This design comes from an exercise in tuning for small area on the open sky130 flow, not from production work.
In this exercise RTL edits were held to simulation tests only and were not proved equivalent to the original.
Power is estimated from default activity; no workload was simulated.

==> flow/design.v <==
`default_nettype none
module rv32i_exec_top
#(
    parameter logic [31:0] RESET_PC = 32'h0000_0000
) (
    input  logic        clk,
    input  logic        arst_n,
    input  logic        instr_valid,
    input  logic [31:0] instr,
    output logic [31:0] pc,
    output logic        wb_valid,
    output logic [4:0]  wb_rd,
    output logic [31:0] wb_data
);
    logic [6:0] opc;
    logic [2:0] f3;
    logic [4:0] rs1, rs2, rd;
    assign opc = instr[6:0];
    assign f3  = instr[14:12];
    assign rs1 = instr[19:15];
    assign rs2 = instr[24:20];
    assign rd  = instr[11:7];
    logic is_lui, is_auipc, is_jal, is_jalr, is_br, is_imm, is_reg;
    assign is_lui   = (opc == 7'b0110111);
    assign is_auipc = (opc == 7'b0010111);
    assign is_jal   = (opc == 7'b1101111);
    assign is_jalr  = (opc == 7'b1100111);
    assign is_br    = (opc == 7'b1100011);
    assign is_imm   = (opc == 7'b0010011);
    assign is_reg   = (opc == 7'b0110011);
    logic is_alu;
    assign is_alu = is_imm | is_reg;
    logic writes;
    assign writes = instr_valid & (is_lui | is_auipc | is_jal | is_jalr | is_alu) & (rd != 5'd0);
    logic [31:0] i_imm, b_imm, u_imm, j_imm;
    assign i_imm = {{21{instr[31]}}, instr[30:20]};
    assign b_imm = {{20{instr[31]}}, instr[7], instr[30:25], instr[11:8], 1'b0};
    assign u_imm = {instr[31:12], 12'h000};
    assign j_imm = {{12{instr[31]}}, instr[19:12], instr[20], instr[30:21], 1'b0};
    logic [31:0] regs [1:31];
    logic [31:1] valid;
    logic [31:0] wd;
    logic [31:1] we;
    logic [31:1] sel1, sel2;
    logic [31:0] rv1, rv2;
    always_comb begin
        for (int i = 1; i < 32; i++) begin
            we[i]   = writes & (rd == 5'(i));
            sel1[i] = valid[i] & (rs1 == 5'(i));
            sel2[i] = valid[i] & (rs2 == 5'(i));
        end
    end
    always_ff @(posedge clk or negedge arst_n) begin
        if (!arst_n) valid <= '0;
        else         valid <= valid | we;
    end
    always_ff @(posedge clk) begin
        for (int i = 1; i < 32; i++) begin
            if (we[i]) regs[i] <= wd;
        end
    end
    always_comb begin
        rv1 = '0;
        rv2 = '0;
        for (int i = 1; i < 32; i++) begin
            rv1 = rv1 | (regs[i] & {32{sel1[i]}});
            rv2 = rv2 | (regs[i] & {32{sel2[i]}});
        end
    end
    logic use_rs2;
    assign use_rs2 = instr[5] & ~instr[2];  
    logic [31:0] opb;
    assign opb = use_rs2 ? rv2 : i_imm;
    logic do_sub;
    assign do_sub = is_br | (is_alu & f3[2:1] == 2'b01) | (is_reg & f3 == 3'b000 & instr[30]);
    logic [32:0] sum;
    assign sum = {1'b0, rv1} + {1'b0, opb ^ {32{do_sub}}} + {32'd0, do_sub};
    logic eq, ltu, lt;
    assign eq  = (rv1 == opb);
    assign ltu = ~sum[32];
    assign lt  = (rv1[31] ^ opb[31]) ? rv1[31] : ltu;
    logic taken;
    always_comb begin
        case (f3)
            3'b000:  taken = eq;
            3'b001:  taken = ~eq;
            3'b100:  taken = lt;
            3'b101:  taken = ~lt;
            3'b110:  taken = ltu;
            3'b111:  taken = ~ltu;
            default: taken = 1'b0;
        endcase
    end
    logic        sleft, sarith;
    logic [4:0]  shamt;
    logic [31:0] shin, shout, shrev;
    assign sleft  = ~f3[2];
    assign sarith = instr[30];
    assign shamt  = opb[4:0];
    always_comb begin
        for (int i = 0; i < 32; i++) shin[i] = sleft ? rv1[31-i] : rv1[i];
    end
    assign shout = 32'($signed({sarith & ~sleft & rv1[31], shin}) >>> shamt);
    always_comb begin
        for (int i = 0; i < 32; i++) shrev[i] = shout[31-i];
    end
    logic [31:0] alu_res;
    always_comb begin
        case (f3)
            3'b000:  alu_res = sum[31:0];
            3'b001:  alu_res = shrev;
            3'b010:  alu_res = {31'd0, lt};
            3'b011:  alu_res = {31'd0, ltu};
            3'b100:  alu_res = rv1 ^ opb;
            3'b101:  alu_res = shout;
            3'b110:  alu_res = rv1 | opb;
            default: alu_res = rv1 & opb;
        endcase
    end
    logic [31:0] pc_q;
    logic [31:0] pc4, tgt, timm, tbase;
    assign pc4   = pc_q + 32'd4;
    assign timm  = is_jal ? j_imm : (is_br ? b_imm : u_imm);
    assign tbase = is_lui ? 32'd0 : pc_q;
    assign tgt   = tbase + timm;
    assign wd = is_alu ? alu_res : ((is_jal | is_jalr) ? pc4 : tgt);
    logic [31:0] npc;
    always_comb begin
        if (is_jalr)                     npc = {sum[31:1], 1'b0};
        else if (is_jal | (is_br & taken)) npc = tgt;
        else                             npc = pc4;
    end
    always_ff @(posedge clk or negedge arst_n) begin
        if (!arst_n)          pc_q <= RESET_PC;
        else if (instr_valid) pc_q <= npc;
    end
    assign pc = pc_q;
    always_ff @(posedge clk or negedge arst_n) begin
        if (!arst_n) wb_valid <= 1'b0;
        else         wb_valid <= writes;
    end
    always_ff @(posedge clk) begin
        wb_rd   <= rd;
        wb_data <= wd;
    end
endmodule
`default_nettype wire
==> flow/run.sh <==
#!/bin/bash
# synth_recipe.tcl (not shown) runs the flow's synth.tcl, then flattens the netlist and writes it again
# the make line also repeats each setting of config.mk as NAME=value (left out here)
make -C /OpenROAD-flow-scripts/flow DESIGN_CONFIG=/design/flow/config.mk WORK_HOME=/design/flow/orfs CLKGATE_MAP_FILE= SYNTH_SCRIPT=/design/flow/synth_recipe.tcl finish
==> flow/config.mk <==
export PLATFORM = sky130hd
export DESIGN_NAME = rv32i_exec_top
export DESIGN_NICKNAME = rv32i_exec_top
export VERILOG_FILES = /design/flow/design.v
export SDC_FILE = /design/flow/constraint.sdc
export NUM_CORES = 8
export LEC_CHECK = 0
export CAP_MARGIN = 20
export CORE_MARGIN = 2
export CORE_UTILIZATION = 30
export SETUP_SLACK_MARGIN = 0.2
export SLEW_MARGIN = 20
==> flow/constraint.sdc <==
create_clock -name core_clock -period 10.0 [get_ports {clk}]
set_input_delay 2.0000 -clock core_clock [delete_from_list [all_inputs] [get_ports {clk}]]
set_output_delay 2.0000 -clock core_clock [all_outputs]
set_load 0.01 [all_outputs]
==> run notes <==
largest family of logic cells by synthesized area=simple AND/OR/NAND/NOR gates; number of synthesized flops with an enable pin=992; leak pwr=23.9 nW; top_reg_cell synth=edfxtp_1; final hold slack=547 ps; Max Freq=0.111 GHz; syn_area_per_cell=10.9 um^2; status=timing/DRC/antenna clean; Placeable Area=195000 um^2; final WL=354000 um; worst-margin pin slew=1360 ps; I/O pin total=105; Placement Rows=162; cells along the critical path=clkdlybuf4s50_1, and3_1, and2_2, buf_4, a222oi_1, a31oi_1, xnor2_1, ha_1, a21oi_1, o21bai_1, a21o_1, a21o_1, a211oi_1, o21ai_0, a31oi_2, o2111ai_1, a21o_1, nand2_1, nand3_1, o311ai_4, buf_4; postcts setup bufs=0; Syn Inst Count=5421; Post-Synth XOR/XNOR Area=1.73%; largest net degree at the start of global routing=79; Starting DRT DRC Count=12.6k; initial antenna violation count=29; PD cells=188 nW/um^2; class of the most critical setup path=in2reg; hpwl dp=221000 um; sequential area share after synthesis=54.6%; Hold-fix buffers, CTS=0; Setup Skew=74.3 ps; total power=0.0129 W; setup tns final=0 ps; post-synthesis compound-gate area fraction=15.1%; Post-Syn Nets=5584; router iterations before antenna repair=12; Die ar.=200000 um^2; Largest stage delay, worst path=960 ps; global-route wire length before repair=468000 um; Worst-path clk slew=70 ps; DRC Markers=0; startpoint class of the critical path=primary input; Final Hold Viols=0; final worst slack=1030 ps; GRT met1 Usage=40.8%; Clock Latency Late Sink=850 ps; worst hold path class=reg2reg; met2 Use GR=46.5%; post-route clock period utilization=89.7%; Crit path top cell by count=a21o_1; CTS tree=done; IO Port Bufs=104; max_slew headroom=9.35%; GR Util All Layers=34.1%; VDD IR max=0.168 mV; Slew Viols, Final=0; fraction of layout cells with a size suffix above 1=13.8%; cell family with most CP delay=compound AO/OA/AOI/OAI gates; final core utilization=35.3%; Die W=447 um; synth-to-layout area growth=17.0%; FF+latch count, synth=1093; H-tree depth=3; Die Y=447 um; Max Root-Sink Buffers=3; final net count=5700; adder-cell share of the synthesized area=2.75%; Worst EP required=10600 ps; multiplexer share of the synthesized area=1.65%; synth unique cells=109; Place WS=708 ps; setup violators final=0; Worst R2R Setup Slack=2740 ps; largest fanout on the critical path=29; Bufs and invs on worst path=3; Detail Route Antenna Nets=0; Max-Cap Viols=0; cell at the slowest stage of the critical path=clkdlybuf4s50_1; Crit. End Element=flop; PostCTS Resize Cnt=0; min cycle time layout=8970 ps; RSZ-0062 raised after global routing=false; Filler cells=19.4k; total gr overflow=0; vias in the first global route=54.1k; met3 Use GR=18.0%; GR peak layer=met2; clock sinks=1093; Num CTS Buffers=117; Simple-Gate Fraction of Synth Area=20.2%; mapped cell area=58800 um^2; drt wl/cell=42.8 um; CTS Root Cell=clkbuf_16; crit path DAT=9570 ps; Via density=7.11; Ys Warns=2; initial core utilization=30.2%; asr flop ratio synth=5.86%; RePlAce Congestion=1.05; routed via count=58.9k
[per-stage QoR]
step                std cells  instance area, um^2
finish                   8279                68900
global route             8265                68800
CTS                      8264                68700
detailed placement       8042                64700
global placement         8041                64600
floorplan                5421                58800
[logic make-up after synthesis]
family,after synthesis
XOR/XNOR,116
AND/OR/NAND/NOR,2244
multiplexers,87
buffers and inverters,548
flip-flops,1093
AO/OA/AOI/OAI,1205
adder cells (fa/ha/maj),128
[state kept, by name, indices dropped and copies added (netlist names)]
| name | cells |
|---|---|
| valid | 31 |
| regs | 992 |
| wb_rd | 5 |
| wb_valid | 1 |
| wb_data | 32 |
| pc_q | 32 |
[synth_stat cells, types with 14 or more instances]
cell type,number,share of area (%)
a2111oi_0,36,0.54
a211oi_1,31,0.40
a21o_1,58,0.74
a21oi_1,184,1.6
a221o_1,26,0.44
a221oi_1,30,0.45
a222oi_1,36,0.61
a22o_1,25,0.37
a22oi_1,362,4.6
a31oi_1,67,0.71
a32oi_1,22,0.33
and2_1,68,0.72
and3_1,134,1.4
and3b_1,32,0.48
and4_1,31,0.46
buf_1,66,0.42
buf_2,119,1.0
buf_4,22,0.28
clkbuf_1,229,1.5
dfrtp_1,64,2.7
dfxtp_1,37,1.3
edfxtp_1,992,51
ha_1,126,2.7
inv_1,97,0.62
mux2i_1,70,1.2
nand2_1,332,2.1
nand2b_1,22,0.23
nand3_1,885,7.5
nand3b_1,14,0.18
nand4_1,253,2.7
nor2_1,179,1.1
nor2b_1,27,0.29
nor3_1,67,0.57
nor3b_1,18,0.23
nor4_1,75,0.80
o211ai_1,27,0.34
o21ai_0,99,0.84
o221ai_1,16,0.24
o22ai_1,15,0.16
or2_2,44,0.47
or3_1,15,0.16
xnor2_1,86,1.3
xor2_1,30,0.45
[final cells by class]
| cell class | count | area, um^2 | area share (%) |
|---|---|---|---|
| Clock buffer | 131 | 3020 | 4.39 |
| Timing Repair Buffer | 442 | 3780 | 5.50 |
| Antenna cell | 15 | 37.5 | 0.0545 |
| Inverter | 103 | 388 | 0.563 |
| Tap cell | 2624 | 3280 | 4.77 |
| Sequential cell | 1093 | 32100 | 46.7 |
| Multi-Input combinational cell | 3780 | 25100 | 36.5 |
| Clock inverter | 91 | 1070 | 1.56 |
[per-layer routing]
metal | vias up | share of wire (%)
li1 | 21676 | -
met3 | 1906 | 18
met1 | 28721 | 34
met5 | - | 0.22
met2 | 6547 | 39
met4 | 35 | 9.0
[worst paths after layout]
path / start / to / cells after the start
worst max-delay path: instr[21] / regs[12][31] / 21
worst min-delay path: valid[1] / valid[1] / 1
worst max register to register: valid[7] / regs[12][31] / 21
worst min register to register: valid[1] / valid[1] / 1
max in group asynchronous: arst_n / pc_q[0] / 1
min in group asynchronous: arst_n / wb_valid / 1
[layout by cell type (no fill, tap or decap), types with 86 or more instances in the layout]
cell type	synthesis	layout
a21oi_1	184	181
a22oi_1	362	362
and3_1	134	107
buf_4	22	322
clkbuf_16	0	118
clkdlybuf4s50_1	0	99
edfxtp_1	992	992
ha_1	126	126
inv_1	97	97
nand2_1	332	332
nand3_1	885	885
nand4_1	253	253
nor2_1	179	150
o21ai_0	99	99
xnor2_1	86	86
[power by group]
group,leakage (nW),switching (W),total [W],internal [W]
Clock,1.97,0.00206,0.00471,0.00266
Sequential,10.2,0.000147,0.00574,0.00560
Combinational,11.8,0.00178,0.00249,0.000709
Total,23.9,0.00398,0.0129,0.00896

afterwards: timing with drivers on the ports:
In the flow no input, the clock included, has a driving cell. The finished layout below was timed again as built, in two steps.
Step 1 assumes that a clkbuf_16 drives the clock port and a buf_2 every other input.
Step 2 adds t to the input delays and takes it off the output delays; t is the mean of the earliest and latest rising clock arrival at the registers after step 1. Input paths then give back, and output paths get back, about the clock's delay inside the block.
a / b / c = no drivers / after step 1 / after step 2; a / b = the first two.
t (ns): 0.897
slack for setup (ns): 1.028 / 1.002 / 0.104
slew at the worst register clock pin (ns): 0.07 / 0.07
worst slew at a driven data input, ns: 0.11
cell pins on the clock port's net: 1
After both steps setup and hold are still met in this run. The setup slack of this run moves by -0.026 ns with the drivers and by -0.924 ns with both steps.
